Background: an optimization exercise with open tools, aiming at small area, a short achievable clock period and few clock cycles per item. Do not read the settings as production practice. Only simulation tests tie the RTL to the original design; equivalence was not proved. Power is estimated from default activity; no workload was simulated.

==> inputs of run a <==
## axi_burst_slave
module axi_burst_slave #(
   parameter axi_burst_pkg::addr_t BASE_ADDR = 32'h0000_0000,
   parameter axi_burst_pkg::addr_t HIGH_ADDR = 32'h0000_02FF
) (
   input  logic                  ACLK,
   input  logic                  ARESETN,
   input  axi_burst_pkg::id_t    awid,
   input  axi_burst_pkg::addr_t  awaddr,
   input  axi_burst_pkg::len_t   awlen,
   input  axi_burst_pkg::size_t  awsize,
   input  axi_burst_pkg::burst_t awburst,
   input  logic                  awvalid,
   output logic                  awready,
   input  axi_burst_pkg::data_t  wdata,
   input  axi_burst_pkg::strb_t  wstrb,
   input  logic                  wlast,
   input  logic                  wvalid,
   output logic                  wready,
   output axi_burst_pkg::id_t    bid,
   output axi_burst_pkg::resp_t  bresp,
   output logic                  bvalid,
   input  logic                  bready,
   input  axi_burst_pkg::id_t    arid,
   input  axi_burst_pkg::addr_t  araddr,
   input  axi_burst_pkg::len_t   arlen,
   input  axi_burst_pkg::size_t  arsize,
   input  axi_burst_pkg::burst_t arburst,
   input  logic                  arvalid,
   output logic                  arready,
   output axi_burst_pkg::id_t    rid,
   output axi_burst_pkg::data_t  rdata,
   output axi_burst_pkg::resp_t  rresp,
   output logic                  rlast,
   output logic                  rvalid,
   input  logic                  rready
);
   logic                 mem_we;
   logic [7:0]           mem_windex;
   axi_burst_pkg::data_t mem_wdata;
   axi_burst_pkg::strb_t mem_wstrb;
   logic [5:0]           mem_rsel_hi;
   logic [31:0]          mem_rsel_lo;
   axi_burst_pkg::data_t mem_rdata;
   axi_write_ctrl i_axi_write_ctrl (
      .ACLK       (ACLK),
      .ARESETN    (ARESETN),
      .awid       (awid),
      .awaddr     (awaddr),
      .awlen      (awlen),
      .awsize     (awsize),
      .awburst    (awburst),
      .awvalid    (awvalid),
  ...
Settings: LEC_CHECK=0, ABC_CLOCK_PERIOD_IN_PS=3000, CAP_MARGIN=20, CORE_MARGIN=2, CORE_UTILIZATION=60, CTS_CLUSTER_DIAMETER=80, CTS_CLUSTER_SIZE=26, PLACE_DENSITY=0.68, SETUP_SLACK_MARGIN=4.1, SLEW_MARGIN=20, SYNTH_MEMORY_MAX_BITS=16384; clock period 7.0 ns.
run.sh (not shown) runs the stock make flow with config.mk's settings and CLKGATE_MAP_FILE= SYNTH_SCRIPT=/design/flow/synth_recipe.tcl, a recipe that flattens the netlist after the stock synthesis.
==> run b: changes against run a <==
--- a/flow/design.v
+++ b/flow/design.v
@@ -26,18 +26,16 @@
    output logic                  req_ready,
    input  axi_burst_pkg::id_t    req_id,
    input  axi_burst_pkg::addr_t  start_addr,
    input  axi_burst_pkg::len_t   len,
    input  axi_burst_pkg::size_t  size,
    input  axi_burst_pkg::burst_t burst,
    input  logic                  advance,
    output logic                  active,
-   output logic                  active_next,
-   output logic                  last_next,
    output axi_burst_pkg::id_t    id,
    output logic [7:0]            index,
    output logic [5:0]            sel_hi,
    output logic [31:0]           sel_lo,
    output logic                  last,
    output logic                  addr_ok
 );
    logic [1:0] d_sc;
@@ -76,21 +74,17 @@
    logic        fire;
    logic        done;
    logic        free;
    logic [10:0] sum;
    logic [9:0]  nxt;
    logic        nxt_hz;
    logic [9:0]  n_a;
    logic        n_hz;
-   logic        n_a_v;
-   logic        n_p_v;
-   logic        n_last;
-   logic        rdy;
-   assign req_ready = rdy;
+   assign req_ready = !p_v && (!a_v || a_last);
    assign fire      = req_valid && req_ready;
    assign done      = advance && a_last;
    assign free      = !a_v || done;
    assign sum    = {1'b0, a_a} + {8'd0, a_step};
    assign nxt    = a_wrap ? {a_a[9:6], (a_a[5:0] & ~a_mask) | (sum[5:0] & a_mask)} : sum[9:0];
    assign nxt_hz = (!a_wrap && sum[10]) ? a_ho : a_hz;
    always_comb
    begin
@@ -105,97 +99,90 @@
          n_hz = nxt_hz;
       end
       else
       begin
          n_a  = a_a;
          n_hz = a_hz;
       end
    end
-   always_comb
-   begin
-      if (free)
-      begin
-         n_a_v  = p_v || fire;
-         n_p_v  = 1'b0;
-         n_last = p_v ? (p_len == '0) : (len == '0);
-      end
-      else
-      begin
-         n_a_v  = a_v;
-         n_p_v  = p_v || fire;
-         n_last = advance ? (a_cnt == 4'd1) : a_last;
-      end
-   end
    always_ff @(posedge ACLK)
    begin
       if (!ARESETN)
       begin
          p_v <= 1'b0;
          a_v <= 1'b0;
-         rdy <= 1'b1;
       end
       else
       begin
-         p_v <= n_p_v;
-         a_v <= n_a_v;
-         rdy <= !n_p_v && (!n_a_v || n_last);
+         if (free)
+         begin
+            if (p_v)
+            begin
+               a_v <= 1'b1;
+               p_v <= 1'b0;
+            end
+            else
+               a_v <= fire;
+         end
+         else if (fire)
+            p_v <= 1'b1;
       end
    end
    always_ff @(posedge ACLK)
    begin
       if (fire && !free)
       begin
          p_id   <= req_id;
          p_a    <= start_addr[9:0];
          p_hz   <= d_hz;
          p_ho   <= d_ho;
          p_step <= d_step;
          p_wrap <= d_wrap;
          p_mask <= d_mask;
          p_len  <= len;
       end
-      a_a    <= n_a;
-      a_hz   <= n_hz;
-      a_last <= n_last;
+      a_a  <= n_a;
+      a_hz <= n_hz;
       for (int g = 0; g < 6; g++)
          sel_hi[g] <= n_hz && (n_a[9:7] == 3'(g));
       for (int j = 0; j < 32; j++)
          sel_lo[j] <= (n_a[6:2] == 5'(j));
       if (free)
       begin
          if (p_v)
          begin
             id     <= p_id;
             a_ho   <= p_ho;
             a_step <= p_step;
             a_wrap <= p_wrap;
             a_mask <= p_mask;
             a_cnt  <= p_len;
+            a_last <= (p_len == '0);
          end
          else
          begin
             id     <= req_id;
             a_ho   <= d_ho;
             a_step <= d_step;
             a_wrap <= d_wrap;
             a_mask <= d_mask;
             a_cnt  <= len;
+            a_last <= (len == '0);
          end
       end
       else if (advance)
       begin
          a_cnt  <= a_cnt - 1'b1;
+         a_last <= (a_cnt == 4'd1);
          if (!a_wrap && sum[10])
             a_ho <= 1'b0;
       end
    end
-   assign active      = a_v;
-   assign active_next = n_a_v;
-   assign last_next   = n_last;
+   assign active  = a_v;
    assign index   = a_a[9:2];
    assign last    = a_last;
    assign addr_ok = a_hz && !(a_a[9] && a_a[8]);
 endmodule
 module word_mem #(
    parameter int DEPTH = 192
 ) (
    input  logic                 ACLK,
@@ -203,27 +190,38 @@
    input  logic [7:0]           windex,
    input  axi_burst_pkg::data_t wdata,
    input  axi_burst_pkg::strb_t wstrb,
    input  logic [5:0]           rsel_hi,
    input  logic [31:0]          rsel_lo,
    output axi_burst_pkg::data_t rdata
 );
    localparam int GROUPS = DEPTH / 32;
-   logic [GROUPS*4-1:0]  whb_n;
-   logic [31:0]          wlo_n;
+   logic [GROUPS-1:0]    whi_q;
+   logic [31:0]          wlo_n;    
+   logic [GROUPS*4-1:0]  whb_n;    
+   axi_burst_pkg::strb_t wbe_q;
    axi_burst_pkg::data_t wdata_q;
    always_ff @(posedge ACLK)
    begin
+      wbe_q <= we ? wstrb : '0;
+      if (we)
+      begin
+         for (int g = 0; g < GROUPS; g++)
+            whi_q[g] <= (windex[7:5] == 3'(g));
+         for (int j = 0; j < 32; j++)
+            wlo_n[j] <= (windex[4:0] != 5'(j));
+         wdata_q <= wdata;
+      end
+   end
+   always_comb
+   begin
       for (int g = 0; g < GROUPS; g++)
          for (int b = 0; b < 4; b++)
-            whb_n[4*g+b] <= !(we && wstrb[b] && windex[7:5] == 3'(g));
-      for (int j = 0; j < 32; j++)
-         wlo_n[j] <= (windex[4:0] != 5'(j));
-      wdata_q <= wdata;
+            whb_n[4*g+b] = !(whi_q[g] && wbe_q[b]);
    end
    logic [DEPTH-1:0][31:0] words;
    for (genvar i = 0; i < DEPTH; i++)
    begin : g_word
       logic [31:0] q;
       always_ff @(posedge ACLK)
       begin
          for (int b = 0; b < axi_burst_pkg::STRB_W; b++)
@@ -267,19 +265,16 @@
    input  logic                  bready,
    output logic                  mem_we,
    output logic [7:0]            mem_windex,
    output axi_burst_pkg::data_t  mem_wdata,
    output axi_burst_pkg::strb_t  mem_wstrb
 );
    logic                 w_fire;
    logic                 gen_active;
-   logic                 gen_active_next;
-   logic                 gen_last_next;
-   logic                 n_s_v;
    axi_burst_pkg::id_t   gen_id;
    logic [7:0]           gen_index;
    logic                 gen_last;
    logic                 gen_ok;
    logic                 err;
    logic                 push;
    logic                 b_err;
    logic                 pop;
@@ -294,45 +289,28 @@
       .req_ready  (awready),
       .req_id     (awid),
       .start_addr (awaddr),
       .len        (awlen),
       .size       (awsize),
       .burst      (awburst),
       .advance    (w_fire),
       .active     (gen_active),
-      .active_next(gen_active_next),
-      .last_next  (gen_last_next),
       .id         (gen_id),
       .index      (gen_index),
       .sel_hi     (),
       .sel_lo     (),
       .last       (gen_last),
       .addr_ok    (gen_ok)
    );
+   assign wready = gen_active && !(gen_last && s_v);
    assign w_fire = wvalid && wready;
    assign push   = w_fire && gen_last;
    assign b_err  = err || !gen_ok;
    assign pop    = bvalid && bready;
-   always_comb
-   begin
-      if (push)
-         n_s_v = bvalid && !pop;
-      else if (pop)
-         n_s_v = 1'b0;
-      else
-         n_s_v = s_v;
-   end
-   always_ff @(posedge ACLK)
-   begin
-      if (!ARESETN)
-         wready <= 1'b0;
-      else
-         wready <= gen_active_next && !(gen_last_next && n_s_v);
-   end
    always_ff @(posedge ACLK)
    begin
       if (!ARESETN)
       begin
          err    <= 1'b0;
          bvalid <= 1'b0;
          s_v    <= 1'b0;
       end
@@ -432,30 +410,26 @@
    begin
       if (!ARESETN)
          rvalid <= 1'b0;
       else if (issue)
          rvalid <= 1'b1;
       else if (rready)
          rvalid <= 1'b0;
    end
-   logic [37:0] r_new;
-   logic [37:0] r_hold;
-   logic [37:0] r_out;
-   assign r_new = {gen_id, gen_last, !gen_ok, mem_rdata};
    always_ff @(posedge ACLK)
    begin
       if (issue)
-         r_hold <= r_new;
-      r_out <= (r_new & {38{issue}}) | (r_hold & {38{!issue}});
+      begin
+         rid   <= gen_id;
+         rlast <= gen_last;
+         rdata <= mem_rdata;
+         rresp <= gen_ok ? axi_burst_pkg::RESP_OKAY : axi_burst_pkg::RESP_SLVERR;
+      end
    end
-   assign rid   = r_out[37:34];
-   assign rlast = r_out[33];
-   assign rresp = r_out[32] ? axi_burst_pkg::RESP_SLVERR : axi_burst_pkg::RESP_OKAY;
-   assign rdata = r_out[31:0];
 endmodule
 module axi_burst_slave #(
    parameter axi_burst_pkg::addr_t BASE_ADDR = 32'h0000_0000,
    parameter axi_burst_pkg::addr_t HIGH_ADDR = 32'h0000_02FF
 ) (
    input  logic                  ACLK,
    input  logic                  ARESETN,
    input  axi_burst_pkg::id_t    awid,
Settings changed: SETUP_SLACK_MARGIN 4.1 to 3.9.
==> run summary <==
* Status: complete, no violations
* Layout cells sized above 1 at 0.114
* Initial Util at 0.602
* Top cell type's share of synthesized area at 0.809
* Full die area at between 300,000 and 400,000 um2
* First-pass GRT wire length at around 1100 mm
* Leak at 77.6 nW
* Skew-Pair Late Insertion Delay at between 1 and 1.5 ns
* Flop2flop setup slack at 3.97 ns
* CORE AREA at about 390,000 um2
* Fin util at 0.662
* Hold slack at about 0.45 ns
* Final layout net count at about 13,000
* Clock-cell share at 0.0338
That was run a.
==> run summary <==
* Status: complete, no violations
* Top cell type's share of synthesized area at 0.824
* Leak at about 75 nW
* Skew-Pair Late Insertion Delay at about 1.0 ns
* First-pass GRT wire length at around 1100 mm
* Flop2flop setup slack at approximately 3.7 ns
* Layout cells sized above 1 at 0.0981
* Clock-cell share at 0.0312
That was run b.
Testbench counts of run a, summed over its fixed seeds: cycles 12,180, beats 21,616.
Testbench counts of run b, summed over its fixed seeds: cycles 12,180, beats 21,616.

-- static timing again, ports no longer ideal --
No port has a modelled driver above. Below, the same layouts with a new extraction and two added sets of constraints. Step 1 (the two cells are an assumption about what drives the block):
set clk [get_ports {ACLK}]
set_driving_cell -lib_cell sky130_fd_sc_hd__clkbuf_16 $clk
set_driving_cell -lib_cell sky130_fd_sc_hd__buf_2 [delete_from_list [all_inputs] $clk]
Step 2 also shifts input and output timing later by t, the mid clock arrival at the registers, as if the neighbouring blocks saw the same clock. Slacks: no drivers / after step 1 / after step 2; pairs: no drivers / after step 1.
| run | t, ns | setup slack, ns | latest minus earliest clock arrival (ns) | cell pins on the clock port's net |
|---|---|---|---|---|
| run a | 1.127 | 3.868 / 3.760 / 3.147 | 0.065 / 0.065 | 1 |
| run b | 1.122 | 3.600 / 3.472 / 3.077 | 0.059 / 0.059 | 1 |
After both steps every run listed still meets setup and hold. For run a, which loses most, drivers alone change the setup slack by -0.108 ns; drivers and shift together by -0.721 ns.
